Background: an optimization exercise with open tools, aiming at small area and a short achievable clock period. Do not read the settings as production practice.
Where RTL was checked, it was by simulation tests only, not by an equivalence proof against the original.
No functional check of the RTL was part of runs 3 and 4.
Power is estimated from default activity; no workload was simulated.

**flow/design.v**
```verilog
package lc3b_types;
    typedef enum logic [3:0] {
        op_br   = 4'b0000,
        op_add  = 4'b0001,
        op_ldb  = 4'b0010,
        op_stb  = 4'b0011,
        op_jsr  = 4'b0100,
        op_and  = 4'b0101,
        op_ldr  = 4'b0110,
        op_str  = 4'b0111,
        op_rti  = 4'b1000,
        op_not  = 4'b1001,
        op_ldi  = 4'b1010,
        op_sti  = 4'b1011,
        op_jmp  = 4'b1100,
        op_shf  = 4'b1101,
        op_lea  = 4'b1110,
        op_trap = 4'b1111
    } lc3b_opcode;
    typedef enum logic [1:0] {
        x_base = 2'b00,
        x_ext1 = 2'b01,
        x_ext2 = 2'b10,
        x_ext3 = 2'b11
    } lc3b_lc3x;
    typedef enum logic [2:0] {
        alu_add,
        alu_sub,
        alu_mul,
        alu_and,
        alu_or,
        alu_xor,
        alu_not,
        alu_shf  
    } lc3b_aluop;
endpackage
`timescale 1ns/1ps
module control_rom
(
    input  logic [15:0] instr,
    output logic        writes,     
    output logic        k_mul,      
    output logic        k_as,       
    output logic        k_sub,      
    output logic        k_shl,      
    output logic        k_shr,      
    output logic [3:0]  lsel,       
    output logic        use_imm,    
    output logic        use_sr2     
);
    logic [3:0] opcode;
    logic       i5;
    logic [1:0] x43;
    assign opcode = instr[15:12];
    assign i5     = instr[5];
    assign x43    = instr[4:3];
    always_comb
    begin
        writes  = 1'b0;
        k_mul   = 1'b0;
        k_as    = 1'b0;
        k_sub   = 1'b0;
        k_shl   = 1'b0;
        k_shr   = 1'b0;
        lsel    = 4'b0000;
        use_imm = 1'b0;
        use_sr2 = 1'b0;
        case (opcode)
            4'b0001:
            begin
                writes = 1'b1;
                if (i5)
                begin
                    k_as    = 1'b1;
                    use_imm = 1'b1;
                end
                else
                begin
                    use_sr2 = 1'b1;
                    if (x43 == 2'b01)
                        k_mul = 1'b1;
                    else
                    begin
                        k_as  = 1'b1;
                        k_sub = x43[1];
                    end
                end
            end
            4'b0101:
            begin
                if (i5)
                begin
                    writes  = 1'b1;
                    use_imm = 1'b1;
                    lsel    = 4'b0001;
                end
                else
                begin
                    writes  = (x43 != 2'b11);
                    use_sr2 = 1'b1;
                    case (x43)
                        2'b00:   lsel = 4'b0001;
                        2'b01:   lsel = 4'b0010;
                        2'b10:   lsel = 4'b0100;
                        default: lsel = 4'b0000;
                    endcase
                end
            end
            4'b1001:
            begin
                writes = 1'b1;
                lsel   = 4'b1000;
            end
            4'b1101:
            begin
                writes = 1'b1;
                k_shl  = ~instr[4];
                k_shr  = instr[4];
            end
            default: ;
        endcase
    end
endmodule
`timescale 1ns/1ps
module decode_stage
(
    input  logic                    clk,
    input  logic                    arst_n,
    input  logic                    instr_valid,
    input  logic [16-1:0]   instr,
    input  logic                    flush,
    input  logic [16-1:0]   rd_data1,
    input  logic [16-1:0]   rd_data2,
    input  logic [16-1:0]   alu_out,
    output logic                    d_valid,
    output logic [3-1:0]  d_dest,
    output logic [16-1:0]   d_opa,
    output logic [16-1:0]   d_opb,
    output logic                    d_mb,
    output logic                    d_as,
    output logic                    d_sub,
    output logic                    d_shr,
    output logic [3:0]              d_lsel
);
    logic                   writes;
    logic                   k_mul, k_as, k_sub, k_shl, k_shr, use_imm, use_sr2;
    logic [3:0]             lsel;
    logic [3-1:0] sr1, sr2;
    logic [16-1:0]  va, vb, opb;
    logic                   fwd_a, fwd_b;
    control_rom u_rom
    (
        .instr   (instr),
        .writes  (writes),
        .k_mul   (k_mul),
        .k_as    (k_as),
        .k_sub   (k_sub),
        .k_shl   (k_shl),
        .k_shr   (k_shr),
        .lsel    (lsel),
        .use_imm (use_imm),
        .use_sr2 (use_sr2)
    );
    assign sr1 = instr[8:6];
    assign sr2 = instr[2:0];
    assign va = rd_data1;
    assign vb = rd_data2;
    assign fwd_a = d_valid && d_dest == sr1;
    assign fwd_b = use_sr2 && d_valid && d_dest == sr2;
    assign opb = use_imm ? {{(16-5){instr[4]}}, instr[4:0]} :
                 use_sr2 ? vb :
                 k_shl   ? (16'(1) << instr[3:0]) :
                           {{(16-6){1'b0}}, instr[5:0]};
    always_ff @(posedge clk or negedge arst_n)
    begin
        if (!arst_n)
            d_valid <= 1'b0;
        else
            d_valid <= instr_valid & ~flush & writes;
    end
    always_ff @(posedge clk)
    begin
        d_dest  <= instr[11:9];
        d_opa   <= fwd_a ? alu_out : va;
        d_opb   <= fwd_b ? alu_out : opb;
        d_mb    <= k_mul | k_shl;
        d_as    <= k_as;
        d_sub   <= k_sub;
        d_shr   <= k_shr;
        d_lsel  <= lsel;
    end
endmodule
`timescale 1ns/1ps
module mul_tree
(
    input  logic [15:0] x,
    input  logic [7:0]  one,
    input  logic [7:0]  two,
    input  logic [7:0]  neg,
    input  logic        cin0,
    input  logic [15:0] r,
    output logic [15:0] sa,
    output logic [15:0] sb
);
    wire pp0_0 = ((x[0] & one[0]) | (1'b0 & two[0])) ^ neg[0];
    wire pp0_1 = ((x[1] & one[0]) | (x[0] & two[0])) ^ neg[0];
    wire pp0_2 = ((x[2] & one[0]) | (x[1] & two[0])) ^ neg[0];
    wire pp0_3 = ((x[3] & one[0]) | (x[2] & two[0])) ^ neg[0];
    wire pp0_4 = ((x[4] & one[0]) | (x[3] & two[0])) ^ neg[0];
    wire pp0_5 = ((x[5] & one[0]) | (x[4] & two[0])) ^ neg[0];
    wire pp0_6 = ((x[6] & one[0]) | (x[5] & two[0])) ^ neg[0];
    wire pp0_7 = ((x[7] & one[0]) | (x[6] & two[0])) ^ neg[0];
    wire pp0_8 = ((x[8] & one[0]) | (x[7] & two[0])) ^ neg[0];
    wire pp0_9 = ((x[9] & one[0]) | (x[8] & two[0])) ^ neg[0];
    wire pp0_10 = ((x[10] & one[0]) | (x[9] & two[0])) ^ neg[0];
    wire pp0_11 = ((x[11] & one[0]) | (x[10] & two[0])) ^ neg[0];
    wire pp0_12 = ((x[12] & one[0]) | (x[11] & two[0])) ^ neg[0];
    wire pp0_13 = ((x[13] & one[0]) | (x[12] & two[0])) ^ neg[0];
    wire pp0_14 = ((x[14] & one[0]) | (x[13] & two[0])) ^ neg[0];
    wire pp0_15 = ((x[15] & one[0]) | (x[14] & two[0])) ^ neg[0];
    wire pp1_0 = ((x[0] & one[1]) | (1'b0 & two[1]) | r[2]) ^ neg[1];
    wire pp1_1 = ((x[1] & one[1]) | (x[0] & two[1]) | r[3]) ^ neg[1];
    wire pp1_2 = ((x[2] & one[1]) | (x[1] & two[1]) | r[4]) ^ neg[1];
    wire pp1_3 = ((x[3] & one[1]) | (x[2] & two[1]) | r[5]) ^ neg[1];
    wire pp1_4 = ((x[4] & one[1]) | (x[3] & two[1]) | r[6]) ^ neg[1];
    wire pp1_5 = ((x[5] & one[1]) | (x[4] & two[1]) | r[7]) ^ neg[1];
    wire pp1_6 = ((x[6] & one[1]) | (x[5] & two[1]) | r[8]) ^ neg[1];
    wire pp1_7 = ((x[7] & one[1]) | (x[6] & two[1]) | r[9]) ^ neg[1];
    wire pp1_8 = ((x[8] & one[1]) | (x[7] & two[1]) | r[10]) ^ neg[1];
    wire pp1_9 = ((x[9] & one[1]) | (x[8] & two[1]) | r[11]) ^ neg[1];
    wire pp1_10 = ((x[10] & one[1]) | (x[9] & two[1]) | r[12]) ^ neg[1];
    wire pp1_11 = ((x[11] & one[1]) | (x[10] & two[1]) | r[13]) ^ neg[1];
    wire pp1_12 = ((x[12] & one[1]) | (x[11] & two[1]) | r[14]) ^ neg[1];
    wire pp1_13 = ((x[13] & one[1]) | (x[12] & two[1]) | r[15]) ^ neg[1];
    wire pp2_0 = ((x[0] & one[2]) | (1'b0 & two[2])) ^ neg[2];
    wire pp2_1 = ((x[1] & one[2]) | (x[0] & two[2])) ^ neg[2];
    wire pp2_2 = ((x[2] & one[2]) | (x[1] & two[2])) ^ neg[2];
    wire pp2_3 = ((x[3] & one[2]) | (x[2] & two[2])) ^ neg[2];
    wire pp2_4 = ((x[4] & one[2]) | (x[3] & two[2])) ^ neg[2];
    wire pp2_5 = ((x[5] & one[2]) | (x[4] & two[2])) ^ neg[2];
    wire pp2_6 = ((x[6] & one[2]) | (x[5] & two[2])) ^ neg[2];
    wire pp2_7 = ((x[7] & one[2]) | (x[6] & two[2])) ^ neg[2];
    wire pp2_8 = ((x[8] & one[2]) | (x[7] & two[2])) ^ neg[2];
    wire pp2_9 = ((x[9] & one[2]) | (x[8] & two[2])) ^ neg[2];
    wire pp2_10 = ((x[10] & one[2]) | (x[9] & two[2])) ^ neg[2];
    wire pp2_11 = ((x[11] & one[2]) | (x[10] & two[2])) ^ neg[2];
    wire pp3_0 = ((x[0] & one[3]) | (1'b0 & two[3])) ^ neg[3];
    wire pp3_1 = ((x[1] & one[3]) | (x[0] & two[3])) ^ neg[3];
    wire pp3_2 = ((x[2] & one[3]) | (x[1] & two[3])) ^ neg[3];
    wire pp3_3 = ((x[3] & one[3]) | (x[2] & two[3])) ^ neg[3];
    wire pp3_4 = ((x[4] & one[3]) | (x[3] & two[3])) ^ neg[3];
    wire pp3_5 = ((x[5] & one[3]) | (x[4] & two[3])) ^ neg[3];
    wire pp3_6 = ((x[6] & one[3]) | (x[5] & two[3])) ^ neg[3];
    wire pp3_7 = ((x[7] & one[3]) | (x[6] & two[3])) ^ neg[3];
    wire pp3_8 = ((x[8] & one[3]) | (x[7] & two[3])) ^ neg[3];
    wire pp3_9 = ((x[9] & one[3]) | (x[8] & two[3])) ^ neg[3];
    wire pp4_0 = ((x[0] & one[4]) | (1'b0 & two[4])) ^ neg[4];
    wire pp4_1 = ((x[1] & one[4]) | (x[0] & two[4])) ^ neg[4];
    wire pp4_2 = ((x[2] & one[4]) | (x[1] & two[4])) ^ neg[4];
    wire pp4_3 = ((x[3] & one[4]) | (x[2] & two[4])) ^ neg[4];
    wire pp4_4 = ((x[4] & one[4]) | (x[3] & two[4])) ^ neg[4];
    wire pp4_5 = ((x[5] & one[4]) | (x[4] & two[4])) ^ neg[4];
    wire pp4_6 = ((x[6] & one[4]) | (x[5] & two[4])) ^ neg[4];
    wire pp4_7 = ((x[7] & one[4]) | (x[6] & two[4])) ^ neg[4];
    wire pp5_0 = ((x[0] & one[5]) | (1'b0 & two[5])) ^ neg[5];
    wire pp5_1 = ((x[1] & one[5]) | (x[0] & two[5])) ^ neg[5];
    wire pp5_2 = ((x[2] & one[5]) | (x[1] & two[5])) ^ neg[5];
    wire pp5_3 = ((x[3] & one[5]) | (x[2] & two[5])) ^ neg[5];
    wire pp5_4 = ((x[4] & one[5]) | (x[3] & two[5])) ^ neg[5];
    wire pp5_5 = ((x[5] & one[5]) | (x[4] & two[5])) ^ neg[5];
    wire pp6_0 = ((x[0] & one[6]) | (1'b0 & two[6])) ^ neg[6];
    wire pp6_1 = ((x[1] & one[6]) | (x[0] & two[6])) ^ neg[6];
    wire pp6_2 = ((x[2] & one[6]) | (x[1] & two[6])) ^ neg[6];
    wire pp6_3 = ((x[3] & one[6]) | (x[2] & two[6])) ^ neg[6];
    wire r7b0 = ((x[1] & one[7]) | (x[0] & two[7])) ^ neg[7];
    wire pp7_0 = x[0] & one[7];
    wire pp7_1 = r7b0 ^ (neg[7] & ~pp7_0);
    wire h0_10_0 = neg[5] ^ pp0_10;
    wire k0_10_0 = neg[5] & pp0_10;
    wire h0_11_1 = pp0_11 ^ pp2_7;
    wire k0_11_1 = pp0_11 & pp2_7;
    wire s0_12_0 = neg[6] ^ pp0_12 ^ pp2_8;
    wire c0_12_0 = (neg[6] & pp0_12) | (neg[6] & pp2_8) | (pp0_12 & pp2_8);
    wire h0_12_2 = pp3_6 ^ pp4_4;
    wire k0_12_2 = pp3_6 & pp4_4;
    wire s0_13_1 = pp0_13 ^ pp2_9 ^ pp3_7;
    wire c0_13_1 = (pp0_13 & pp2_9) | (pp0_13 & pp3_7) | (pp2_9 & pp3_7);
    wire h0_13_3 = pp4_5 ^ pp5_3;
    wire k0_13_3 = pp4_5 & pp5_3;
    wire s0_14_2 = pp0_14 ^ pp2_10 ^ pp3_8;
    wire c0_14_2 = (pp0_14 & pp2_10) | (pp0_14 & pp3_8) | (pp2_10 & pp3_8);
    wire s0_14_3 = pp4_6 ^ pp5_4 ^ pp6_2;
    wire c0_14_3 = (pp4_6 & pp5_4) | (pp4_6 & pp6_2) | (pp5_4 & pp6_2);
    wire s0_15_4 = pp0_15 ^ pp2_11 ^ pp3_9;
    wire s0_15_5 = pp4_7 ^ pp5_5 ^ pp6_3;
    wire h1_6_4 = pp0_6 ? ~neg[3] : neg[3];
    wire k1_6_4 = neg[3] & pp0_6;
    wire h1_7_5 = pp2_3 ? ~pp0_7 : pp0_7;
    wire k1_7_5 = pp0_7 & pp2_3;
    wire ts1_8_6 = neg[4] ^ pp0_8;
    wire s1_8_6 = pp2_4 ? ~ts1_8_6 : ts1_8_6;
    wire c1_8_6 = ts1_8_6 ? pp2_4 : neg[4];
    wire h1_8_6 = pp4_0 ? ~pp3_2 : pp3_2;
    wire k1_8_6 = pp3_2 & pp4_0;
    wire ts1_9_7 = pp0_9 ^ pp2_5;
    wire s1_9_7 = pp3_3 ? ~ts1_9_7 : ts1_9_7;
    wire c1_9_7 = ts1_9_7 ? pp3_3 : pp0_9;
    wire h1_9_7 = pp1_7 ? ~pp4_1 : pp4_1;
    wire k1_9_7 = pp4_1 & pp1_7;
    wire ts1_10_8 = pp2_6 ^ pp3_4;
    wire s1_10_8 = pp4_2 ? ~ts1_10_8 : ts1_10_8;
    wire c1_10_8 = ts1_10_8 ? pp4_2 : pp2_6;
    wire ts1_10_9 = pp5_0 ^ h0_10_0;
    wire s1_10_9 = pp1_8 ? ~ts1_10_9 : ts1_10_9;
    wire c1_10_9 = ts1_10_9 ? pp1_8 : pp5_0;
    wire ts1_11_10 = pp3_5 ^ pp4_3;
    wire s1_11_10 = pp5_1 ? ~ts1_11_10 : ts1_11_10;
    wire c1_11_10 = ts1_11_10 ? pp5_1 : pp3_5;
    wire ts1_11_11 = k0_10_0 ^ h0_11_1;
    wire s1_11_11 = pp1_9 ? ~ts1_11_11 : ts1_11_11;
    wire c1_11_11 = ts1_11_11 ? pp1_9 : k0_10_0;
    wire ts1_12_12 = pp5_2 ^ pp6_0;
    wire s1_12_12 = k0_11_1 ? ~ts1_12_12 : ts1_12_12;
    wire c1_12_12 = ts1_12_12 ? k0_11_1 : pp5_2;
    wire ts1_12_13 = h0_12_2 ^ s0_12_0;
    wire s1_12_13 = pp1_10 ? ~ts1_12_13 : ts1_12_13;
    wire c1_12_13 = ts1_12_13 ? pp1_10 : h0_12_2;
    wire ts1_13_14 = pp6_1 ^ k0_12_2;
    wire s1_13_14 = h0_13_3 ? ~ts1_13_14 : ts1_13_14;
    wire c1_13_14 = ts1_13_14 ? h0_13_3 : pp6_1;
    wire ts1_13_15 = c0_12_0 ^ s0_13_1;
    wire s1_13_15 = pp1_11 ? ~ts1_13_15 : ts1_13_15;
    wire c1_13_15 = ts1_13_15 ? pp1_11 : c0_12_0;
    wire ts1_14_16 = pp7_0 ^ k0_13_3;
    wire s1_14_16 = c0_13_1 ? ~ts1_14_16 : ts1_14_16;
    wire c1_14_16 = ts1_14_16 ? c0_13_1 : pp7_0;
    wire ts1_14_17 = s0_14_2 ^ s0_14_3;
    wire s1_14_17 = pp1_12 ? ~ts1_14_17 : ts1_14_17;
    wire c1_14_17 = ts1_14_17 ? pp1_12 : s0_14_2;
    wire ts1_15_18 = pp7_1 ^ c0_14_2;
    wire s1_15_18 = c0_14_3 ? ~ts1_15_18 : ts1_15_18;
    wire ts1_15_19 = s0_15_4 ^ s0_15_5;
    wire s1_15_19 = pp1_13 ? ~ts1_15_19 : ts1_15_19;
    wire h2_4_8 = pp0_4 ? ~neg[2] : neg[2];
    wire k2_4_8 = neg[2] & pp0_4;
    wire h2_5_9 = pp2_1 ? ~pp0_5 : pp0_5;
    wire k2_5_9 = pp0_5 & pp2_1;
    wire ts2_6_20 = pp2_2 ^ pp3_0;
    wire s2_6_20 = h1_6_4 ? ~ts2_6_20 : ts2_6_20;
    wire c2_6_20 = ts2_6_20 ? h1_6_4 : pp2_2;
    wire ts2_7_21 = pp3_1 ^ k1_6_4;
    wire s2_7_21 = h1_7_5 ? ~ts2_7_21 : ts2_7_21;
    wire c2_7_21 = ts2_7_21 ? h1_7_5 : pp3_1;
    wire ts2_8_22 = k1_7_5 ^ h1_8_6;
    wire s2_8_22 = s1_8_6 ? ~ts2_8_22 : ts2_8_22;
    wire c2_8_22 = ts2_8_22 ? s1_8_6 : k1_7_5;
    wire ts2_9_23 = k1_8_6 ^ c1_8_6;
    wire s2_9_23 = s1_9_7 ? ~ts2_9_23 : ts2_9_23;
    wire c2_9_23 = ts2_9_23 ? s1_9_7 : k1_8_6;
    wire ts2_10_24 = c1_9_7 ^ s1_10_8;
    wire s2_10_24 = k1_9_7 ? ~ts2_10_24 : ts2_10_24;
    wire c2_10_24 = ts2_10_24 ? k1_9_7 : c1_9_7;
    wire ts2_11_25 = c1_10_8 ^ s1_11_10;
    wire s2_11_25 = c1_10_9 ? ~ts2_11_25 : ts2_11_25;
    wire c2_11_25 = ts2_11_25 ? c1_10_9 : c1_10_8;
    wire ts2_12_26 = c1_11_10 ^ s1_12_12;
    wire s2_12_26 = c1_11_11 ? ~ts2_12_26 : ts2_12_26;
    wire c2_12_26 = ts2_12_26 ? c1_11_11 : c1_11_10;
    wire ts2_13_27 = c1_12_12 ^ s1_13_14;
    wire s2_13_27 = c1_12_13 ? ~ts2_13_27 : ts2_13_27;
    wire c2_13_27 = ts2_13_27 ? c1_12_13 : c1_12_12;
    wire ts2_14_28 = c1_13_14 ^ c1_13_15;
    wire s2_14_28 = s1_14_16 ? ~ts2_14_28 : ts2_14_28;
    wire c2_14_28 = ts2_14_28 ? s1_14_16 : c1_13_14;
    wire ts2_15_29 = c1_14_16 ^ c1_14_17;
    wire s2_15_29 = s1_15_18 ? ~ts2_15_29 : ts2_15_29;
    wire h3_0_10 = pp0_0 ? ~cin0 : cin0;
    wire k3_0_10 = cin0 & pp0_0;
    wire h3_1_11 = r[1] ? ~pp0_1 : pp0_1;
    wire k3_1_11 = pp0_1 & r[1];
    wire ts3_2_30 = neg[1] ^ pp0_2;
    wire s3_2_30 = pp1_0 ? ~ts3_2_30 : ts3_2_30;
    wire c3_2_30 = ts3_2_30 ? pp1_0 : neg[1];
    wire h3_3_12 = pp1_1 ? ~pp0_3 : pp0_3;
    wire k3_3_12 = pp0_3 & pp1_1;
    wire ts3_4_31 = pp2_0 ^ h2_4_8;
    wire s3_4_31 = pp1_2 ? ~ts3_4_31 : ts3_4_31;
    wire c3_4_31 = ts3_4_31 ? pp1_2 : pp2_0;
    wire ts3_5_32 = k2_4_8 ^ h2_5_9;
    wire s3_5_32 = pp1_3 ? ~ts3_5_32 : ts3_5_32;
    wire c3_5_32 = ts3_5_32 ? pp1_3 : k2_4_8;
    wire ts3_6_33 = k2_5_9 ^ pp1_4;
    wire s3_6_33 = s2_6_20 ? ~ts3_6_33 : ts3_6_33;
    wire c3_6_33 = ts3_6_33 ? s2_6_20 : k2_5_9;
    wire ts3_7_34 = pp1_5 ^ c2_6_20;
    wire s3_7_34 = s2_7_21 ? ~ts3_7_34 : ts3_7_34;
    wire c3_7_34 = ts3_7_34 ? s2_7_21 : pp1_5;
    wire ts3_8_35 = pp1_6 ^ c2_7_21;
    wire s3_8_35 = s2_8_22 ? ~ts3_8_35 : ts3_8_35;
    wire c3_8_35 = ts3_8_35 ? s2_8_22 : pp1_6;
    wire ts3_9_36 = h1_9_7 ^ c2_8_22;
    wire s3_9_36 = s2_9_23 ? ~ts3_9_36 : ts3_9_36;
    wire c3_9_36 = ts3_9_36 ? s2_9_23 : h1_9_7;
    wire ts3_10_37 = c2_9_23 ^ s1_10_9;
    wire s3_10_37 = s2_10_24 ? ~ts3_10_37 : ts3_10_37;
    wire c3_10_37 = ts3_10_37 ? s2_10_24 : c2_9_23;
    wire ts3_11_38 = s1_11_11 ^ c2_10_24;
    wire s3_11_38 = s2_11_25 ? ~ts3_11_38 : ts3_11_38;
    wire c3_11_38 = ts3_11_38 ? s2_11_25 : s1_11_11;
    wire ts3_12_39 = s1_12_13 ^ c2_11_25;
    wire s3_12_39 = s2_12_26 ? ~ts3_12_39 : ts3_12_39;
    wire c3_12_39 = ts3_12_39 ? s2_12_26 : s1_12_13;
    wire ts3_13_40 = s1_13_15 ^ c2_12_26;
    wire s3_13_40 = s2_13_27 ? ~ts3_13_40 : ts3_13_40;
    wire c3_13_40 = ts3_13_40 ? s2_13_27 : s1_13_15;
    wire ts3_14_41 = s1_14_17 ^ c2_13_27;
    wire s3_14_41 = s2_14_28 ? ~ts3_14_41 : ts3_14_41;
    wire c3_14_41 = ts3_14_41 ? s2_14_28 : s1_14_17;
    wire ts3_15_42 = s1_15_19 ^ c2_14_28;
    wire s3_15_42 = s2_15_29 ? ~ts3_15_42 : ts3_15_42;
    assign sa[0] = h3_0_10;
    assign sb[0] = r[0];
    assign sa[1] = k3_0_10;
    assign sb[1] = h3_1_11;
    assign sa[2] = k3_1_11;
    assign sb[2] = s3_2_30;
    assign sa[3] = c3_2_30;
    assign sb[3] = h3_3_12;
    assign sa[4] = k3_3_12;
    assign sb[4] = s3_4_31;
    assign sa[5] = c3_4_31;
    assign sb[5] = s3_5_32;
    assign sa[6] = c3_5_32;
    assign sb[6] = s3_6_33;
    assign sa[7] = c3_6_33;
    assign sb[7] = s3_7_34;
    assign sa[8] = c3_7_34;
    assign sb[8] = s3_8_35;
    assign sa[9] = c3_8_35;
    assign sb[9] = s3_9_36;
    assign sa[10] = c3_9_36;
    assign sb[10] = s3_10_37;
    assign sa[11] = c3_10_37;
    assign sb[11] = s3_11_38;
    assign sa[12] = c3_11_38;
    assign sb[12] = s3_12_39;
    assign sa[13] = c3_12_39;
    assign sb[13] = s3_13_40;
    assign sa[14] = c3_13_40;
    assign sb[14] = s3_14_41;
    assign sa[15] = c3_14_41;
    assign sb[15] = s3_15_42;
endmodule
module cpa16
(
    input  logic [15:0] a,
    input  logic [15:0] b,
    output logic [15:0] s
);
    logic [15:0] p, g;
    always_comb
        for (int i = 0; i < 16; i++)
        begin
            p[i] = b[i] ? ~a[i] : a[i];
            g[i] = a[i] & b[i];
        end
    wire G0_1 = g[1] | (p[1] & g[0]);
    wire P0_1 = p[1] & p[0];
    wire G0_3 = g[3] | (p[3] & g[2]);
    wire P0_3 = p[3] & p[2];
    wire G0_5 = g[5] | (p[5] & g[4]);
    wire P0_5 = p[5] & p[4];
    wire G0_7 = g[7] | (p[7] & g[6]);
    wire P0_7 = p[7] & p[6];
    wire G0_9 = g[9] | (p[9] & g[8]);
    wire P0_9 = p[9] & p[8];
    wire G0_11 = g[11] | (p[11] & g[10]);
    wire P0_11 = p[11] & p[10];
    wire G0_13 = g[13] | (p[13] & g[12]);
    wire P0_13 = p[13] & p[12];
    wire G0_15 = g[15] | (p[15] & g[14]);
    wire P0_15 = p[15] & p[14];
    wire G1_2 = g[2] | (p[2] & G0_1);
    wire P1_2 = p[2] & P0_1;
    wire G1_3 = G0_3 | (P0_3 & G0_1);
    wire P1_3 = P0_3 & P0_1;
    wire G1_6 = g[6] | (p[6] & G0_5);
    wire P1_6 = p[6] & P0_5;
    wire G1_7 = G0_7 | (P0_7 & G0_5);
    wire P1_7 = P0_7 & P0_5;
    wire G1_10 = g[10] | (p[10] & G0_9);
    wire P1_10 = p[10] & P0_9;
    wire G1_11 = G0_11 | (P0_11 & G0_9);
    wire P1_11 = P0_11 & P0_9;
    wire G1_14 = g[14] | (p[14] & G0_13);
    wire P1_14 = p[14] & P0_13;
    wire G1_15 = G0_15 | (P0_15 & G0_13);
    wire P1_15 = P0_15 & P0_13;
    wire G2_4 = g[4] | (p[4] & G1_3);
    wire P2_4 = p[4] & P1_3;
    wire G2_5 = G0_5 | (P0_5 & G1_3);
    wire P2_5 = P0_5 & P1_3;
    wire G2_6 = G1_6 | (P1_6 & G1_3);
    wire P2_6 = P1_6 & P1_3;
    wire G2_7 = G1_7 | (P1_7 & G1_3);
    wire P2_7 = P1_7 & P1_3;
    wire G2_12 = g[12] | (p[12] & G1_11);
    wire P2_12 = p[12] & P1_11;
    wire G2_13 = G0_13 | (P0_13 & G1_11);
    wire P2_13 = P0_13 & P1_11;
    wire G2_14 = G1_14 | (P1_14 & G1_11);
    wire P2_14 = P1_14 & P1_11;
    wire G2_15 = G1_15 | (P1_15 & G1_11);
    wire P2_15 = P1_15 & P1_11;
    wire G3_8 = g[8] | (p[8] & G2_7);
    wire P3_8 = p[8] & P2_7;
    wire G3_9 = G0_9 | (P0_9 & G2_7);
    wire P3_9 = P0_9 & P2_7;
    wire G3_10 = G1_10 | (P1_10 & G2_7);
    wire P3_10 = P1_10 & P2_7;
    wire G3_11 = G1_11 | (P1_11 & G2_7);
    wire P3_11 = P1_11 & P2_7;
    wire G3_12 = G2_12 | (P2_12 & G2_7);
    wire P3_12 = P2_12 & P2_7;
    wire G3_13 = G2_13 | (P2_13 & G2_7);
    wire P3_13 = P2_13 & P2_7;
    wire G3_14 = G2_14 | (P2_14 & G2_7);
    wire P3_14 = P2_14 & P2_7;
    wire G3_15 = G2_15 | (P2_15 & G2_7);
    wire P3_15 = P2_15 & P2_7;
    assign s[0] = p[0];
    assign s[1] = g[0] ? ~p[1] : p[1];
    assign s[2] = G0_1 ? ~p[2] : p[2];
    assign s[3] = G1_2 ? ~p[3] : p[3];
    assign s[4] = G1_3 ? ~p[4] : p[4];
    assign s[5] = G2_4 ? ~p[5] : p[5];
    assign s[6] = G2_5 ? ~p[6] : p[6];
    assign s[7] = G2_6 ? ~p[7] : p[7];
    assign s[8] = G2_7 ? ~p[8] : p[8];
    assign s[9] = G3_8 ? ~p[9] : p[9];
    assign s[10] = G3_9 ? ~p[10] : p[10];
    assign s[11] = G3_10 ? ~p[11] : p[11];
    assign s[12] = G3_11 ? ~p[12] : p[12];
    assign s[13] = G3_12 ? ~p[13] : p[13];
    assign s[14] = G3_13 ? ~p[14] : p[14];
    assign s[15] = G3_14 ? ~p[15] : p[15];
endmodule
module execute_stage
(
    input  logic                    clk,
    input  logic                    arst_n,
    input  logic                    d_valid,
    input  logic [3-1:0]  d_dest,
    input  logic [16-1:0]   d_opa,
    input  logic [16-1:0]   d_opb,
    input  logic                    d_mb,
    input  logic                    d_as,
    input  logic                    d_sub,
    input  logic                    d_shr,
    input  logic [3:0]              d_lsel,
    output logic [16-1:0]   alu_out,
    output logic                    wb_valid,
    output logic [3-1:0]  wb_dest,
    output logic [16-1:0]   wb_data
);
    logic [15:0] a, b;
    logic [7:0]  one, two, neg;
    logic [16:0] yb;
    logic [15:0] r, sa, sb, sum, logic_out, shr_out;
    logic [31:0] shr_ext;
    logic        cin0;
    assign a = d_opa;
    assign b = d_opb;
    assign yb = {b, 1'b0};
    always_comb
    begin
        for (int j = 0; j < 8; j++)
        begin
            one[j] = d_mb & (yb[2*j+1] ^ yb[2*j]);
            two[j] = d_mb & ((yb[2*j+2] & ~yb[2*j+1] & ~yb[2*j]) |
                              (~yb[2*j+2] & yb[2*j+1] & yb[2*j]));
            neg[j] = d_mb & yb[2*j+2];
        end
        one[0] = (d_mb & b[0]) | d_as;
    end
    assign logic_out = ({16{d_lsel[0]}} & a & b) |
                       ({16{d_lsel[1]}} & (a | b)) |
                       ({16{d_lsel[2]}} & (a ^ b)) |
                       ({16{d_lsel[3]}} & ~a);
    assign shr_ext = {{16{b[5] & a[15]}}, a} >> b[3:0];
    assign shr_out = shr_ext[15:0];
    assign r    = {16{d_as}} & (b ^ {16{d_sub}});
    assign cin0 = neg[0] | d_sub;
    mul_tree u_tree
    (
        .x    (a),
        .one  (one),
        .two  (two),
        .neg  (neg),
        .cin0 (cin0),
        .r    (r),
        .sa   (sa),
        .sb   (sb)
    );
    cpa16 u_cpa
    (
        .a (sa),
        .b (sb),
        .s (sum)
    );
    assign alu_out = sum | logic_out | ({16{d_shr}} & shr_out);
    always_ff @(posedge clk or negedge arst_n)
    begin
        if (!arst_n)
            wb_valid <= 1'b0;
        else
            wb_valid <= d_valid;
    end
    always_ff @(posedge clk)
    begin
        wb_dest <= d_dest;
        wb_data <= alu_out;
    end
endmodule
`timescale 1ns/1ps
module result_stage
(
    input  logic                    clk,
    input  logic                    arst_n,
    input  logic [3-1:0]  rd_addr1,
    input  logic [3-1:0]  rd_addr2,
    input  logic                    we,
    input  logic [3-1:0]  waddr,
    input  logic [16-1:0]   wdata,
    input  logic                    wb_valid,
    input  logic [16-1:0]   wb_data,
    output logic [16-1:0]   rd_data1,
    output logic [16-1:0]   rd_data2,
    output logic [2:0]              cc
);
    logic [16-1:0] regs [8];
    logic [8-1:0] written;
    logic [2:0]            nzp;
    always_comb
    begin
        rd_data1 = '0;
        rd_data2 = '0;
        for (int i = 0; i < 8; i++)
        begin
            rd_data1 = rd_data1 | (regs[i] & {16{written[i] && rd_addr1 == i}});
            rd_data2 = rd_data2 | (regs[i] & {16{written[i] && rd_addr2 == i}});
        end
    end
    assign nzp = wb_data[16-1] ? 3'b100 :
                 (wb_data == '0)       ? 3'b010 :
                                         3'b001;
    always_ff @(posedge clk)
    begin
        for (int i = 0; i < 8; i++)
            if (we && waddr == i)
                regs[i] <= wdata;
    end
    always_ff @(posedge clk or negedge arst_n)
    begin
        if (!arst_n)
        begin
            written <= '0;
            cc      <= 3'b010;  
        end
        else
        begin
            if (we)
                written[waddr] <= 1'b1;
            if (wb_valid)
                cc <= nzp;
        end
    end
endmodule
`timescale 1ns/1ps
module lc3b_alu_pipe
(
    input  logic                    clk,
    input  logic                    arst_n,
    input  logic                    instr_valid,
    input  logic [16-1:0]   instr,
    input  logic                    flush,
    output logic                    wb_valid,
    output logic [3-1:0]  wb_dest,
    output logic [16-1:0]   wb_data,
    output logic [2:0]              cc
);
    logic                   d_valid;
    logic [3-1:0] d_dest;
    logic [16-1:0]  d_opa;
    logic [16-1:0]  d_opb;
    logic                   d_mb;
    logic                   d_as;
    logic                   d_sub;
    logic                   d_shr;
    logic [3:0]             d_lsel;
    logic [16-1:0]  alu_out;
    logic [16-1:0]  rd_data1;
    logic [16-1:0]  rd_data2;
    decode_stage u_decode
    (
        .clk         (clk),
        .arst_n      (arst_n),
        .instr_valid (instr_valid),
        .instr       (instr),
        .flush       (flush),
        .rd_data1    (rd_data1),
        .rd_data2    (rd_data2),
        .alu_out     (alu_out),
        .d_valid     (d_valid),
        .d_dest      (d_dest),
        .d_opa       (d_opa),
        .d_opb       (d_opb),
        .d_mb        (d_mb),
        .d_as        (d_as),
        .d_sub       (d_sub),
        .d_shr       (d_shr),
        .d_lsel      (d_lsel)
    );
    execute_stage u_execute
    (
        .clk      (clk),
        .arst_n   (arst_n),
        .d_valid  (d_valid),
        .d_dest   (d_dest),
        .d_opa    (d_opa),
        .d_opb    (d_opb),
        .d_mb     (d_mb),
        .d_as     (d_as),
        .d_sub    (d_sub),
        .d_shr    (d_shr),
        .d_lsel   (d_lsel),
        .alu_out  (alu_out),
        .wb_valid (wb_valid),
        .wb_dest  (wb_dest),
        .wb_data  (wb_data)
    );
    result_stage u_result
    (
        .clk      (clk),
        .arst_n   (arst_n),
        .rd_addr1 (instr[8:6]),
        .rd_addr2 (instr[2:0]),
        .we       (d_valid),
        .waddr    (d_dest),
        .wdata    (alu_out),
        .wb_valid (wb_valid),
        .wb_data  (wb_data),
        .rd_data1 (rd_data1),
        .rd_data2 (rd_data2),
        .cc       (cc)
    );
endmodule
```
**flow/run.sh**
```bash
#!/bin/bash
# synth_recipe.tcl (not shown) runs the flow's synth.tcl, then flattens the netlist and writes it again
# the make line also repeats each setting of config.mk as NAME=value (left out here)
make -C /OpenROAD-flow-scripts/flow DESIGN_CONFIG=/design/flow/config.mk WORK_HOME=/design/flow/orfs CLKGATE_MAP_FILE= SYNTH_SCRIPT=/design/flow/synth_recipe.tcl finish
```
**flow/config.mk**
```make
export PLATFORM = sky130hd
export DESIGN_NAME = lc3b_alu_pipe
export DESIGN_NICKNAME = lc3b_alu_pipe
export VERILOG_FILES = /design/flow/design.v
export SDC_FILE = /design/flow/constraint.sdc
export NUM_CORES = 4
export LEC_CHECK = 0
export CAP_MARGIN = 20
export CORE_MARGIN = 2
export CORE_UTILIZATION = 40
export SETUP_SLACK_MARGIN = 1.5
export SLEW_MARGIN = 20
```
**flow/constraint.sdc**
```tcl
create_clock -name core_clock -period 7.0 [get_ports {clk}]
set_input_delay 1.4000 -clock core_clock [delete_from_list [all_inputs] [get_ports {clk}]]
set_output_delay 1.4000 -clock core_clock [all_outputs]
set_load 0.01 [all_outputs]
```
==> flow_metrics.py, run 1 <==
metrics = {
    "sta": {
        "hold_viol": 0,
        "fin_skew_ps": 12.41,
        "min_period_ps": 5203,
        "max_freq_ghz": 0.1922,
        "finalWorstSetupSlack_ps": 1797,
        "drv_slew": 0,
        "max-slew-margin-rel": 0.2780,
        "period_share": 0.7433,
        "tns_ps": 0,
        "worst_pin_slew_ps": 1083,
        "rsz0062_at_grt": "false",
        "finalSetupViolations": 0,
    },
    "clock_tree": {
        "cts_sinks": 203,
        "clockBufferDepth": 3,
        "htreeDepth": 1,
        "cts_tree": "built",
        "clk_pin_slew_worst_paths_ps": 70,
        "clockRootBuffer": "clkbuf_16",
        "cts_buffers": 21,
        "clk_latency_ps": 500,
    },
    "die": {
        "die_y_um": 190.3,
        "dieArea_um2": 36200,
        "die_w_um": 190.3,
        "initial_core_util": 0.4037,
        "rows": 68,
        "core_area_um2": 34370,
        "ios": 43,
    },
    "layout": {
        "drive_above_1_share": 0.08106,
        "layout_common_cells": "nand2_1, edfxtp_1, o21ai_0",
        "n_fill_cell": 3343,
        "n_antenna_cell": 0,
        "fin_nets": 1531,
        "final_common_cell": "nand2_1",
        "area_delta_synth_final_pct": 11.10,
        "seq_area_um2": 5424,
        "multi_input_area_um2": 7735,
    },
    "global_routing": {
        "busiest_layer": "met2",
        "grt_pass1_vias": 11310,
        "grt_usage": 0.2471,
        "grt.met3_usage": 0.02595,
        "grt_use_met2": 0.4114,
        "grt.overflow.total": 0,
        "grt_max_degree": 45,
        "antenna_found_initial": 0,
        "grt_pass1_wl_mm": 68.86,
        "grt_use_met1": 0.3288,
    },
    "pwr": {
        "intPower_w": 0.002311,
        "power.total_w": 0.003205,
        "seqPwrFrac": 0.438,
        "netSwitchingFraction": 0.2792,
        "pwr_density_cell_nw_per_um2": 207.9,
        "clkPwrFrac": 0.388,
        "power_leakage_nw": 5.635,
        "ir_worst_vdd_mv": 0.2803,
        "p_comb_frac": 0.174,
        "p_sw_w": 0.0008950,
    },
    "setup_path": {
        "rr_startpoint": "u_decode.d_opb[7]",
        "critPathArrivalTime_ps": 5360,
        "startpoint_type": "register",
        "cp.required_ps": 7160,
        "end_kind": "register",
        "crit_type": "register to register",
        "critPathLaunch": "u_decode.d_opb[7]",
        "worst-path-max-fanout": 22,
    },
    "logic_synthesis": {
        "synth_nets": 1576,
        "synth-xor-area-share": 0.09052,
        "ys_types": 80,
        "yosysTopAreaCellShare": 0.2770,
        "ys_seq_area_frac": 0.3900,
        "synth_area_per_cell_um2": 9.258,
        "yosys_warnings": 6,
        "synthMuxAreaShare": 0.01975,
        "synth_edf_count": 128,
        "synth_compound_area_frac": 0.2375,
        "syn_area_um2": 13880,
        "synth_top_family_by_area": "compound AO/OA/AOI/OAI gates",
        "synth_area_leaders": "edfxtp_1, dfxtp_1, xnor2_1, ha_1, o21ai_0",
        "synth_cells": 1499,
        "synthSimpleGateAreaFrac": 0.1287,
        "ys_seq_elements": 203,
        "yosysTopAreaCell": "edfxtp_1",
        "synth_flop_cell": "edfxtp_1",
        "synth_async_sr_flop_share": 0.06404,
        "synth_fa_ha_area_frac": 0.07556,
    },
    "detailed_routing": {
        "drt_wl_total_mm": 45.71,
        "dr.pass1.iters": 8,
        "drc": 0,
        "wl_per_cell_um": 23.77,
        "ant_nets": 0,
        "via_per_inst": 6.248,
        "drt_iter0_drc": 1874,
        "via_count": 12010,
    },
    "placement": {
        "pre_cts_slack_ps": 1412,
        "gp_congestion": 0.9098,
        "dpl.hpwl_mm": 31.19,
        "portBuffers": 42,
    },
    "flow_run": {
        "maxCapViolCount": 0,
    },
    "min_path": {
        "worstHoldPathType": "register to register",
        "min-delay-start": "u_decode.d_dest[1]",
    },
    "run_status": {
        "status": "timing/DRC/antenna clean",
    },
}
-- synthesized netlist by cell type (22+ instances only) --
master and count:
nand2_1 133, edfxtp_1 128, clkbuf_1 121, o21ai_0 103
a21oi_1 86, nor2_1 76, xnor2_1 75, inv_1 64
a22oi_1 63, dfxtp_1 62, xor2_1 56, a221oi_1 49
ha_1 49, nand3_1 46, a222oi_1 33, a22o_1 25
a31oi_1 23, maj3_1 23, and2_1 22
-- metal layers --
metal  wire (µm)  vias to the layer above
li1            -                     5474
met1       19020                     5756
met2       21190                      650
met3        3445                      134
met4        2054                        0
met5           0                        -
-- final timing paths --
check / slack, ps / cells after the start / end
max: 1800 / 17 / u_result.regs[7][15]
min: 490 / 0 / u_execute.wb_dest[1]
max reg2reg: 1800 / 17 / u_result.regs[7][15]
min reg2reg: 490 / 0 / u_execute.wb_dest[1]
max in group asynchronous: 5320 / 1 / u_decode.d_valid
min in group asynchronous: 1290 / 1 / u_result.written[4]
-- power by group through the flow --
| stage | Clock, W | Sequential, W | Combinational [W] |
|---|---|---|---|
| floorplan | 0 | 0.00139 | 0.000368 |
| global placement | 0 | 0.00143 | 0.000537 |
| detailed placement | 0 | 0.00143 | 0.000539 |
| CTS | 0.00126 | 0.00140 | 0.000542 |
| global route | 0.00130 | 0.00141 | 0.000603 |
| finish | 0.00124 | 0.00141 | 0.000558 |
-- cell families (layout without fill, tap and decap cells) --
group           count (synthesis)  after routing
compound gates                474            474
simple gates                  370            370
buf+inv                       209            178
flops                         203            203
xor+xnor                      136            136
fa+ha+maj                      84             84
mux                            23             23
-- metrics by stage --
stage	instance area [µm²]	hold WS [ps]	util	instances
4_1_cts	15330	500.2	0.4459	1918
2_1_floorplan	13880	354.0	-	1499
5_1_grt	15420	521.9	0.4485	1923
3_3_place_gp	14550	483.5	0.4233	1881
6_report	15420	492.1	0.4485	1923
3_5_place_dp	14550	488.4	0.4233	1881
-- critical path: stages, from the launching register on --
cell and delay (ps):
dfxtp_2 600, inv_1 350, nor2_2 370, a22oi_1 140, a21boi_0 240, ha_1 230, xor2_1 200, xnor2_1 180
xor3_1 450, ha_1 350, nand3_1 120, a211oi_1 50, or2_2 360, a31o_2 310, a21oi_1 270, o21bai_1 110
xnor2_1 250, nand2_1 260
-- flip-flops by register name (all words and copies together), names as in the netlist --
name	cells
u_execute.wb_dest	3
u_decode.d_sub	1
u_decode.d_shr	1
u_decode.d_opb	16
u_decode.d_valid	1
u_result.regs	128
u_decode.d_as	1
u_execute.wb_valid	1
u_result.written	8
u_decode.d_dest	3
u_execute.wb_data	16
u_decode.d_lsel	4
u_result.cc	3
u_decode.d_mb	1
u_decode.d_opa	16
-- repair_timing --
action	4_1_cts	5_1_grt
endpoints found under the setup margin	16	75
gates resized for setup	3	20
pin swaps	0	1
hold buffers	0	0
buffers inserted	0	4
cloned	0	1
-- area by class of cell --
class,count,share of cell area
Clock buffer,21,0.03409
Clock inverter,16,0.01599
Inverter,67,0.01680
Multi-Input combinational cell,1087,0.5017
Sequential cell,203,0.3518
Tap cell,455,0.03693
Timing Repair Buffer,73,0.04236
Timing Repair inverter,1,0.0003246
==> run 2: changes to the inputs <==
--- a/flow/config.mk
+++ b/flow/config.mk
@@ -8,5 +8,5 @@
 export CAP_MARGIN = 20
 export CORE_MARGIN = 2
 export CORE_UTILIZATION = 40
-export SETUP_SLACK_MARGIN = 1.5
+export SETUP_SLACK_MARGIN = 2.5
 export SLEW_MARGIN = 20
==> run 2 against run 1 <==
  * Wire length up 7.0%
  * Critical path depth rose by 3
  * Still clean
  * Critical path type unchanged
  * Die area unchanged
  * Largest power group unchanged
  * Clock skew grew 2.4 ps
  * Global-route usage up 1.1 points
  * Synthesized area stayed put
  * Sequential power hardly changed
==> flow_metrics.py, run 2 <==
metrics = {
    "placement": {
        "placed_area_um2": 14530,
        "gp_congestion": 0.9118,
        "portBuffers": 42,
        "dpl.hpwl_mm": 31.46,
    },
    "sta": {
        "tns_ps": 0,
        "rsz0062_at_grt": "true",
        "finalSetupViolations": 0,
        "max_freq_ghz": 0.2194,
        "drv_slew": 0,
        "fin_skew_ps": 14.82,
        "worst_pin_slew_ps": 1125,
        "min_period_ps": 4557,
        "period_share": 0.6511,
        "max-slew-margin-rel": 0.2501,
        "hold_viol": 0,
    },
    "detailed_routing": {
        "dr.pass1.iters": 7,
        "met2_length_mm": 22.59,
        "m1WireLength_mm": 19.60,
        "via_count": 12710,
        "routed.top_layer": "met4",
        "routed-wl-met3_mm": 4.362,
        "ant_nets": 0,
        "via_per_inst": 6.395,
        "wl_per_cell_um": 24.62,
        "drt_iter0_drc": 1928,
        "drc": 0,
        "drt_wl_total_mm": 48.93,
    },
    "die": {
        "ios": 43,
        "core_area_um2": 34370,
        "rows": 68,
        "dieArea_um2": 36200,
        "die_y_um": 190.3,
        "die_w_um": 190.3,
        "initial_core_util": 0.4037,
    },
    "global_routing": {
        "grt_usage": 0.2584,
        "grt.overflow.total": 0,
        "grt_max_degree": 31,
        "antenna_found_initial": 0,
        "grt_pass1_wl_mm": 71.97,
        "grt_pass1_vias": 11840,
    },
    "logic_synthesis": {
        "synth_async_sr_flop_share": 0.06404,
        "synth_flop_cell": "edfxtp_1",
        "ys_seq_area_frac": 0.3900,
        "yosysTopAreaCellShare": 0.2770,
        "ys_seq_elements": 203,
        "synth_edf_count": 128,
        "synth_cells": 1499,
        "synth.most_common_cell": "nand2_1",
        "synth_area_leaders": "edfxtp_1, dfxtp_1, xnor2_1, ha_1, o21ai_0",
        "syn_area_um2": 13880,
        "yosysTopAreaCell": "edfxtp_1",
        "yosys_warnings": 6,
        "synth_area_per_cell_um2": 9.258,
        "synthTopCellsByCount": "nand2_1, edfxtp_1, clkbuf_1",
        "ys_types": 80,
        "synth_nets": 1576,
    },
    "layout": {
        "regMostFlops": "u_result.regs",
        "layout_common_cells": "nand2_1, edfxtp_1, o21ai_0",
        "area_delta_synth_final_pct": 20.15,
        "final_core_util": 0.4851,
        "n_antenna_cell": 0,
        "largest_reg_flops": 128,
        "fin_nets": 1596,
        "final_area_um2": 16670,
        "drive_above_1_share": 0.1867,
    },
    "setup_path": {
        "reg2reg_depth": 20,
        "worstSetupEndpoint": "u_result.regs[7][14]",
        "cp_top_family": "adder cells",
        "path_depth": 20,
        "critPathLaunch": "u_decode.d_opb[4]",
        "rrSetupSlack_ps": 2440,
        "crit_type": "register to register",
        "worstReg2RegEnd": "u_result.regs[7][14]",
        "rr_startpoint": "u_decode.d_opb[4]",
        "path_cells": "buf_4, xor2_4, and2_4, nand2_1, o21ai_0, o21ai_2, maj3_2, xor2_2, xnor2_2, maj3_1, ha_4, a21oi_2, nand2_1, or2_4, a31o_4, a21oi_4, buf_6, xnor2_4, nor2_4, clkinvlp_4",
        "worst-path-buf-inv": 3,
        "crit_path_frequent_cell": "nand2_1",
        "critPathArrivalTime_ps": 4790,
        "end_kind": "register",
        "cp.required_ps": 7230,
        "crit_slowest_cell": "dfxtp_4",
        "startpoint_type": "register",
        "worst-path-max-fanout": 11,
        "slowest_delay_ps": 420,
    },
    "clock_tree": {
        "clockBufferDepth": 3,
        "cts_sinks": 203,
        "clk_pin_slew_worst_paths_ps": 60,
        "cts_buffers": 20,
        "hold_buffers": 0,
        "clockRootBuffer": "clkbuf_16",
        "clk_latency_ps": 500,
        "cts_tree": "built",
        "htreeDepth": 1,
    },
    "pwr": {
        "clkPwrFrac": 0.340,
        "p_comb_frac": 0.208,
        "netSwitchingFraction": 0.2927,
        "ir_worst_vdd_mv": 0.2053,
        "pwr_density_cell_nw_per_um2": 188.1,
        "p_sw_w": 0.0009180,
        "power_leakage_nw": 6.188,
        "seqPwrFrac": 0.452,
        "power.total_w": 0.003137,
        "intPower_w": 0.002219,
    },
    "flow_run": {
        "maxCapViolCount": 0,
    },
    "min_path": {
        "worstHoldPathType": "register to register",
    },
    "run_status": {
        "status": "timing/DRC/antenna clean",
    },
}
==> run 2: cell counts after synthesis <==
Identical to the previous run, type by type.
==> run 2: area by class of cell <==
type	instances	area, µm²
inverter	67	296.5
timing repair buffer	135	1311
tap	455	569.3
multi-input combinational	1088	8356
sequential	203	5469
fill	3191	17700
timing repair inverter	4	27.53
clock buffer	29	585.6
clock inverter	6	58.81
==> run 2: worst min-delay path by stage <==
stage                              from                    to  slack, ps  cells after the start
finish              u_result.written[5]   u_result.written[5]        500                      1
global placement    u_result.written[5]   u_result.written[5]        490                      1
detailed placement  u_result.written[5]   u_result.written[5]        480                      1
CTS                 u_result.written[5]   u_result.written[5]        500                      1
floorplan            u_decode.d_dest[2]  u_execute.wb_dest[2]        350                      0
global route        u_result.written[5]   u_result.written[5]        520                      1
==> run 2: worst register-to-register path, stage by stage (launching register included) <==
cell	delay, ps
dfxtp_4	420
buf_4	160
xor2_4	180
and2_4	230
nand2_1	60
o21ai_0	120
o21ai_2	150
maj3_2	350
xor2_2	170
xnor2_2	180
maj3_1	410
ha_4	290
a21oi_2	140
nand2_1	60
or2_4	280
a31o_4	250
a21oi_4	270
buf_6	160
xnor2_4	70
nor2_4	190
clkinvlp_4	150
==> run 2: logic make-up after synthesis <==
| logic type | Yosys count | share of synthesized area |
|---|---|---|
| AO/OA/AOI/OAI | 474 | 0.2375 |
| AND/OR/NAND/NOR | 370 | 0.1287 |
| buffers and inverters | 209 | 0.05806 |
| flip-flops | 203 | 0.3900 |
| XOR/XNOR | 136 | 0.09052 |
| adder cells (fa/ha/maj) | 84 | 0.07556 |
| multiplexers | 23 | 0.01974 |
==> run 2: per-stage QoR <==
step | hold WS, ps | setup WS [ps] | instances
final | 495.9 | 2443 | 1987
after floorplan | 354.0 | 2512 | 1499
after CTS | 501.1 | 2501 | 1947
after detailed placement | 483.9 | 1218 | 1875
after global placement | 490.5 | 1301 | 1875
after global routing | 520.6 | 2322 | 1987
==> run 2: power groups by stage <==
| stage | combinational [W] | sequential [W] | clock [W] |
|---|---|---|---|
| after floorplan | 0.000370 | 0.00139 | 0 |
| after global placement | 0.000525 | 0.00144 | 0 |
| after detailed placement | 0.000528 | 0.00144 | 0 |
| after CTS | 0.000572 | 0.00141 | 0.00107 |
| after global routing | 0.000699 | 0.00142 | 0.00112 |
| final | 0.000654 | 0.00142 | 0.00107 |
==> run 2: metal layers <==
layer,global-route usage,up-vias
li1,-,5612
met1,0.3461,6092
met2,0.4170,831
met3,0.02926,171
met4,0.1258,0
met5,0,-
==> run 2: repair_timing <==
item | 4_1_cts | 5_1_grt
endpoints found under the setup margin | 132 | 95
buffers inserted | 33 | 35
gates cloned | 4 | 5
pin swaps | 18 | 59
gates resized for setup | 108 | 104
==> run 3: changes to the inputs <==
--- a/flow/design.v
+++ b/flow/design.v
@@ -140,6 +140,7 @@
     output logic                    d_as,
     output logic                    d_sub,
     output logic                    d_shr,
+    output logic [4:0]              d_sh,
     output logic [3:0]              d_lsel
 );
     logic                   writes;
@@ -169,8 +170,7 @@
     assign fwd_b = use_sr2 && d_valid && d_dest == sr2;
     assign opb = use_imm ? {{(16-5){instr[4]}}, instr[4:0]} :
                  use_sr2 ? vb :
-                 k_shl   ? (16'(1) << instr[3:0]) :
-                           {{(16-6){1'b0}}, instr[5:0]};
+                           (16'(1) << instr[3:0]);
     always_ff @(posedge clk or negedge arst_n)
     begin
         if (!arst_n)
@@ -187,6 +187,7 @@
         d_as    <= k_as;
         d_sub   <= k_sub;
         d_shr   <= k_shr;
+        d_sh    <= {instr[5], instr[3:0]} & {5{k_shr}};
         d_lsel  <= lsel;
     end
 endmodule
@@ -557,6 +558,7 @@
     input  logic                    d_as,
     input  logic                    d_sub,
     input  logic                    d_shr,
+    input  logic [4:0]              d_sh,
     input  logic [3:0]              d_lsel,
     output logic [16-1:0]   alu_out,
     output logic                    wb_valid,
@@ -587,7 +589,7 @@
                        ({16{d_lsel[1]}} & (a | b)) |
                        ({16{d_lsel[2]}} & (a ^ b)) |
                        ({16{d_lsel[3]}} & ~a);
-    assign shr_ext = {{16{b[5] & a[15]}}, a} >> b[3:0];
+    assign shr_ext = {{16{d_sh[4] & a[15]}}, a} >> d_sh[3:0];
     assign shr_out = shr_ext[15:0];
     assign r    = {16{d_as}} & (b ^ {16{d_sub}});
     assign cin0 = neg[0] | d_sub;
@@ -697,6 +699,7 @@
     logic                   d_as;
     logic                   d_sub;
     logic                   d_shr;
+    logic [4:0]             d_sh;
     logic [3:0]             d_lsel;
     logic [16-1:0]  alu_out;
     logic [16-1:0]  rd_data1;
@@ -719,6 +722,7 @@
         .d_as        (d_as),
         .d_sub       (d_sub),
         .d_shr       (d_shr),
+        .d_sh        (d_sh),
         .d_lsel      (d_lsel)
     );
     execute_stage u_execute
@@ -733,6 +737,7 @@
         .d_as     (d_as),
         .d_sub    (d_sub),
         .d_shr    (d_shr),
+        .d_sh     (d_sh),
         .d_lsel   (d_lsel),
         .alu_out  (alu_out),
         .wb_valid (wb_valid),
--- a/flow/config.mk
+++ b/flow/config.mk
@@ -8,5 +8,5 @@
 export CAP_MARGIN = 20
 export CORE_MARGIN = 2
 export CORE_UTILIZATION = 40
-export SETUP_SLACK_MARGIN = 2.5
+export SETUP_SLACK_MARGIN = 3.5
 export SLEW_MARGIN = 20
==> run 3 against run 2 <==
  * Synthesized cell count is 1.3% lower
  * Clock power about the same
  * Global-route usage grew 1.9 points
  * Non-clock buffer count rose by 74
  * Still clean on timing, DRC and antenna
  * Sequential power barely moved
  * Count of clock-buffer cells in the layout is 1 lower
  * Clock skew grew 9.8 ps
  * Highest routed layer unchanged
  * First-iteration DRC count decreased by 17%
  * Wire length rose by 6.8%
  * Register-to-register slack improved by 110 ps
  * Die area increased by 0.49%
  * Utilization rose by 3.9 points
==> flow_metrics.py, run 3 <==
metrics = {
    "detailed_routing": {
        "dr.pass1.iters": 12,
        "drc": 0,
        "drt_wl_total_mm": 52.25,
        "via_per_inst": 6.367,
        "ant_nets": 0,
        "via_count": 13100,
        "drt_iter0_drc": 1600,
        "wl_per_cell_um": 25.40,
    },
    "logic_synthesis": {
        "yosysTopAreaCellShare": 0.2756,
        "synth_cells": 1480,
        "synth_edf_count": 128,
        "synthTopCellsByCount": "edfxtp_1, nand2_1, clkbuf_1",
        "synth_nets": 1557,
        "ys_seq_elements": 208,
        "synth_area_per_cell_um2": 9.424,
        "syn_area_um2": 13950,
        "synth_async_sr_flop_share": 0.06250,
        "synth_area_leaders": "edfxtp_1, dfxtp_1, xnor2_1, a22oi_1, ha_1",
        "ys_seq_area_frac": 0.3952,
        "synth.most_common_cell": "edfxtp_1",
        "ys_types": 79,
        "yosys_warnings": 6,
        "yosysTopAreaCell": "edfxtp_1",
        "synth_flop_cell": "edfxtp_1",
    },
    "global_routing": {
        "antenna_found_initial": 0,
        "grt_pass1_wl_mm": 77.09,
        "grt_usage": 0.2778,
        "grt_pass1_vias": 12580,
        "grt_max_degree": 30,
        "grt.overflow.total": 0,
    },
    "die": {
        "core_area_um2": 34460,
        "die_w_um": 190.7,
        "rows": 68,
        "initial_core_util": 0.4048,
        "die_y_um": 190.7,
        "dieArea_um2": 36380,
        "ios": 43,
    },
    "clock_tree": {
        "cts_sinks": 208,
        "clk_pin_slew_worst_paths_ps": 60,
        "clockRootBuffer": "clkbuf_16",
        "clockBufferDepth": 3,
        "cts_tree": "built",
        "htreeDepth": 1,
        "clk_latency_ps": 520,
        "cts_buffers": 21,
    },
    "placement": {
        "gp_congestion": 0.9378,
        "dpl.hpwl_mm": 32.02,
        "dpl.cell_count": 1865,
        "portBuffers": 42,
        "pre_cts_slack_ps": 1697,
    },
    "sta": {
        "tns_ps": 0,
        "max_freq_ghz": 0.2251,
        "drv_slew": 0,
        "fin_skew_ps": 24.66,
        "min_period_ps": 4443,
        "rsz0062_at_grt": "true",
        "period_share": 0.6347,
        "worst_pin_slew_ps": 1101,
        "max-slew-margin-rel": 0.2659,
        "whs_ps": 487.3,
        "hold_viol": 0,
        "finalSetupViolations": 0,
        "finalWorstSetupSlack_ps": 2557,
    },
    "run_status": {
        "status": "timing/DRC/antenna clean",
    },
    "pwr": {
        "power.total_w": 0.003164,
        "pwr_density_cell_nw_per_um2": 175.3,
        "power_leakage_nw": 6.638,
        "ir_worst_vdd_mv": 0.1975,
    },
    "layout": {
        "final_common_cell": "edfxtp_1",
        "largest_reg_flops": 128,
        "layout_common_cells": "edfxtp_1, buf_4, nand2_1",
        "regMostFlops": "u_result.regs",
        "area_delta_synth_final_pct": 29.43,
        "n_antenna_cell": 0,
        "finalNonFillerCells": 2057,
        "drive_above_1_share": 0.2753,
        "fin_nets": 1665,
    },
    "setup_path": {
        "critPathArrivalTime_ps": 4660,
        "worst-path-max-fanout": 17,
        "startpoint_type": "register",
        "crit_type": "register to register",
        "end_kind": "register",
        "cp.required_ps": 7220,
    },
    "flow_run": {
        "maxCapViolCount": 0,
    },
    "min_path": {
        "worstHoldPathType": "register to register",
    },
}
run 3: cell types whose count changed in the layout (fill, tap and decap cells not counted), moves of 9 or more:
cell / delta
a21oi_1: -19
inv_1: -13
a22oi_1: +20
a222oi_1: -16
buf_4: +42
nand2_1: -20
buf_6: +20
nand3_1: -12
xor2_1: -9
xnor2_1: +11
a22o_1: +9
a21oi_2: +10
run 3: logic make-up after synthesis:
| logic type | share of synthesized area |
|---|---|
| AO/OA/AOI/OAI | 0.2417 |
| buffers and inverters | 0.05526 |
| XOR/XNOR | 0.09007 |
| AND/OR/NAND/NOR | 0.1182 |
| flip-flops | 0.3952 |
| adder cells (fa/ha/maj) | 0.07589 |
| multiplexers | 0.02368 |
run 3: power by group:
group | total (W) | switching (W) | internal [W]
clock | 0.00109 | 0.000474 | 0.000614
combinational | 0.000633 | 0.000357 | 0.000276
sequential | 0.00144 | 0.0000931 | 0.00135
run 3: path summary, 6_finish.rpt:
kind / startpoint / endpoint / slack (ps) / depth (start not counted)
setup / recovery: u_decode.d_opa[8] / u_result.regs[5][15] / 2560 / 12
hold / removal: u_result.written[6] / u_result.written[6] / 490 / 1
setup reg to reg: u_decode.d_opa[8] / u_result.regs[5][15] / 2560 / 12
hold reg to reg: u_result.written[6] / u_result.written[6] / 490 / 1
max in group asynchronous: arst_n / u_result.cc[0] / 5340 / 1
min in group asynchronous: arst_n / u_decode.d_valid / 1260 / 1
run 3: final cells by class:
type                    count  area (µm²)
clock buffers              28       571.8
clock inverters             9       83.83
fillers                  3045       16410
inverters                  66       310.3
multi-input cells        1075        8752
flip-flops and latches    208        5574
well taps                 455       569.3
repair buffers            209        2137
repair inverters            7       52.55
run 3: what timing repair did:
item,4_1_cts,5_1_grt
setup buffers,93,44
pin swaps,67,68
endpoints found under the setup margin,166,162
cloned,13,4
gates resized for setup,197,100
hold buffers,0,0
run 3: metal layers:
metal	track usage	share of wire	vias up
met3	0.05190	0.10	197
met1	0.3594	0.39	6315
li1	-	-	5739
met5	0	0	-
met2	0.4505	0.46	846
met4	0.1267	0.051	0
run 3: worst max-delay path: stages (launching register included):
cell and delay [ps]:
dfxtp_2 650, inv_1 320, a221o_1 380, a222oi_1 410, nand2b_1 190, fa_1 460, maj3_2 310, xnor3_1 370
xnor3_1 220, xnor2_1 440, xnor2_2 180, buf_6 150, nand2_4 80
run 3: stage by stage:
step	utilization	area [µm²]
floorplan	-	14300
global placement	0.4309	14850
detailed placement	0.4309	14850
CTS	0.5009	17260
global route	0.5239	18050
finish	0.5239	18050
==> run 4: changes to the inputs <==
--- a/flow/config.mk
+++ b/flow/config.mk
@@ -8,5 +8,5 @@
 export CAP_MARGIN = 20
 export CORE_MARGIN = 2
 export CORE_UTILIZATION = 40
-export SETUP_SLACK_MARGIN = 3.5
+export SETUP_SLACK_MARGIN = 2.5
 export SLEW_MARGIN = 20
==> run 4 against run 3 <==
  * Worst setup slack worse by 74 ps
  * Utilization is 3.9 points lower
  * Wire length is 4.4% lower
  * Synthesized area stayed put
  * Power is 1.5% lower
  * Count of clock-buffer cells in the layout is 1 higher
  * Global-route usage is 1.3 points lower
  * Worst hold slack better by 1.9 ps
  * Non-clock buffer count is 64 lower
  * Maximum frequency is 1.6% lower
  * Sequential power hardly changed
  * Die area stayed put
  * Critical endpoint is now u_result.regs[1][15]
==> flow_metrics.py, run 4 <==
metrics = {
    "die": {
        "ios": 43,
        "die_y_um": 190.7,
        "dieArea_um2": 36380,
        "initial_core_util": 0.4048,
        "rows": 68,
        "core_area_um2": 34460,
        "die_w_um": 190.7,
    },
    "sta": {
        "drv_slew": 0,
        "hold_viol": 0,
        "fin_skew_ps": 15.33,
        "max-slew-margin-rel": 0.1629,
        "finalWorstSetupSlack_ps": 2483,
        "tns_ps": 0,
        "max_freq_ghz": 0.2214,
        "worst_pin_slew_ps": 1240,
        "finalSetupViolations": 0,
        "period_share": 0.6453,
        "rsz0062_at_grt": "true",
        "min_period_ps": 4517,
    },
    "layout": {
        "n_fill_cell": 3224,
        "layout_common_cells": "edfxtp_1, nand2_1, o21ai_0",
        "fin_nets": 1595,
        "drive_above_1_share": 0.1841,
        "finalNonFillerCells": 1987,
        "largest_reg_flops": 128,
        "area_delta_synth_final_pct": 19.76,
        "final_core_util": 0.4847,
        "n_antenna_cell": 0,
        "regMostFlops": "u_result.regs",
        "final_common_cell": "edfxtp_1",
    },
    "clock_tree": {
        "cts_buffers": 21,
        "clk_latency_ps": 500,
        "clockRootBuffer": "clkbuf_16",
        "cts_sinks": 208,
        "clockBufferDepth": 3,
        "clk_pin_slew_worst_paths_ps": 70,
        "cts_tree": "built",
        "hold_buffers": 0,
        "htreeDepth": 1,
    },
    "detailed_routing": {
        "drt_wl_total_mm": 49.96,
        "via_count": 12690,
        "m1WireLength_mm": 19.90,
        "routed-wl-met3_mm": 5.014,
        "drt_iter0_drc": 1729,
        "dr.pass1.iters": 7,
        "ant_nets": 0,
        "drc": 0,
        "wl_per_cell_um": 25.14,
        "met2_length_mm": 22.92,
        "via_per_inst": 6.387,
        "routed.top_layer": "met4",
    },
    "logic_synthesis": {
        "yosysTopAreaCellShare": 0.2756,
        "ys_seq_area_frac": 0.3952,
        "synth_nets": 1557,
        "synthTopCellsByCount": "edfxtp_1, nand2_1, clkbuf_1",
        "synth_flop_cell": "edfxtp_1",
        "yosysTopAreaCell": "edfxtp_1",
        "synth.most_common_cell": "edfxtp_1",
        "ys_types": 79,
        "syn_area_um2": 13950,
        "synth_cells": 1480,
        "synth_async_sr_flop_share": 0.06250,
        "synth_edf_count": 128,
        "synth_area_leaders": "edfxtp_1, dfxtp_1, xnor2_1, a22oi_1, ha_1",
        "ys_seq_elements": 208,
        "synth_area_per_cell_um2": 9.424,
        "yosys_warnings": 6,
    },
    "global_routing": {
        "grt_usage": 0.2643,
        "grt_pass1_vias": 12090,
        "grt_pass1_wl_mm": 73.49,
        "antenna_found_initial": 0,
        "grt.overflow.total": 0,
        "grt_max_degree": 46,
    },
    "setup_path": {
        "worst-path-max-fanout": 10,
        "slowest_delay_ps": 400,
        "path_cells": "buf_4, nor2_4, nor2_1, o21ai_0, a21boi_0, ha_1, maj3_1, xnor2_1, xnor2_1, ha_1, and4_1, a211oi_2, nand2_2, a31oi_4, o21bai_1, buf_4, a21o_1, xnor2_2, buf_6, nand2_2",
        "cp.required_ps": 7190,
        "startpoint_type": "register",
        "end_kind": "register",
        "critPathArrivalTime_ps": 4700,
        "crit_type": "register to register",
        "crit_slowest_cell": "dfxtp_4",
        "rr_startpoint": "u_decode.d_opb[4]",
        "critPathLaunch": "u_decode.d_opb[4]",
    },
    "placement": {
        "pre_cts_slack_ps": 1477,
        "dpl.hpwl_mm": 31.75,
        "dpl.cell_count": 1866,
        "portBuffers": 42,
        "gp_congestion": 0.9224,
    },
    "pwr": {
        "seqPwrFrac": 0.460,
        "netSwitchingFraction": 0.2818,
        "power_leakage_nw": 6.222,
        "ir_worst_vdd_mv": 0.2136,
        "p_comb_frac": 0.182,
        "intPower_w": 0.002238,
        "clkPwrFrac": 0.358,
        "p_sw_w": 0.0008779,
        "pwr_density_cell_nw_per_um2": 186.5,
    },
    "min_path": {
        "min-delay-start": "u_result.written[5]",
        "worstHoldPathType": "register to register",
    },
    "run_status": {
        "status": "timing/DRC/antenna clean",
    },
    "flow_run": {
        "maxCapViolCount": 0,
    },
}
run 4: changes by cell type in the layout (fill, tap and decap cells not counted), moves of 6 or more:
cell | before | now
a21oi_2 | 17 | 4
clkinvlp_4 | 18 | 10
buf_12 | 11 | 4
ha_4 | 10 | 4
a21oi_1 | 58 | 73
inv_1 | 43 | 55
xnor2_1 | 65 | 71
ha_1 | 36 | 44
buf_4 | 115 | 83
buf_6 | 30 | 9
inv_2 | 6 | 0
run 4: per-stage QoR:
step                      hold WS (ps)  power [W]  instance area [µm²]
after global routing             512.2   0.003221                16700
after floorplan                  354.0   0.001729                13960
after global placement           457.0   0.001922                14660
final                            489.3   0.003116                16700
after detailed placement         467.2   0.001927                14660
after CTS                        484.4   0.003063                15960
run 4: per-layer routing:
| metal | global-route usage | vias up |
|---|---|---|
| li1 | - | 5597 |
| met1 | 0.3534 | 6146 |
| met2 | 0.4197 | 785 |
| met3 | 0.04858 | 163 |
| met4 | 0.1115 | 0 |
| met5 | 0 | - |
run 4: cell type report:
class,count,area [µm²],area share
clock inverter,8,87.58,0.005243
clock buffer,29,585.6,0.03506
tap,455,569.3,0.03408
timing repair inverter,2,15.01,0.0008989
sequential,208,5567,0.3333
inverter,66,284.0,0.01700
timing repair buffer,145,1335,0.07993
multi-input combinational,1074,8260,0.4945
run 4: final timing paths:
kind,to,slack [ps],cells past startpoint
hold / removal,u_result.written[5],490,1
setup reg to reg,u_result.regs[1][15],2480,20
max in group asynchronous,u_decode.d_valid,5320,1
hold reg to reg,u_result.written[5],490,1
setup / recovery,u_result.regs[1][15],2480,20
min in group asynchronous,u_result.cc[0],1290,1
run 4: worst max-delay path, delay by kind of cell, from the launching register on:
kind	cells	cell delay [ps]
fa+ha+maj	3	1030
simple gates	5	730
xor+xnor	3	610
compound gates	6	980
flops	1	400
buf+inv	3	440
run 4: cells by family (layout without fill, tap and decap cells):
logic type,Yosys count,in the layout,synth area share
AO/OA/AOI/OAI,486,486,0.2417
multiplexers,27,27,0.02368
AND/OR/NAND/NOR,338,339,0.1182
XOR/XNOR,137,137,0.09007
flip-flops,208,208,0.3952
adder cells (fa/ha/maj),85,85,0.07589
buffers and inverters,199,250,0.05526
run 4: repair_timing:
item,CTS,global route
buffers inserted,37,39
gates resized for setup,84,90
setup endpoints to repair,120,92
gates cloned,3,5
pin swaps,21,59
run 4: power groups by stage:
stage | clock network (W) | logic, W | registers, W
after global routing | 0.00118 | 0.000603 | 0.00144
after CTS | 0.00112 | 0.000510 | 0.00143
after detailed placement | 0 | 0.000474 | 0.00145
after global placement | 0 | 0.000469 | 0.00145
after floorplan | 0 | 0.000326 | 0.00140
final | 0.00112 | 0.000566 | 0.00143
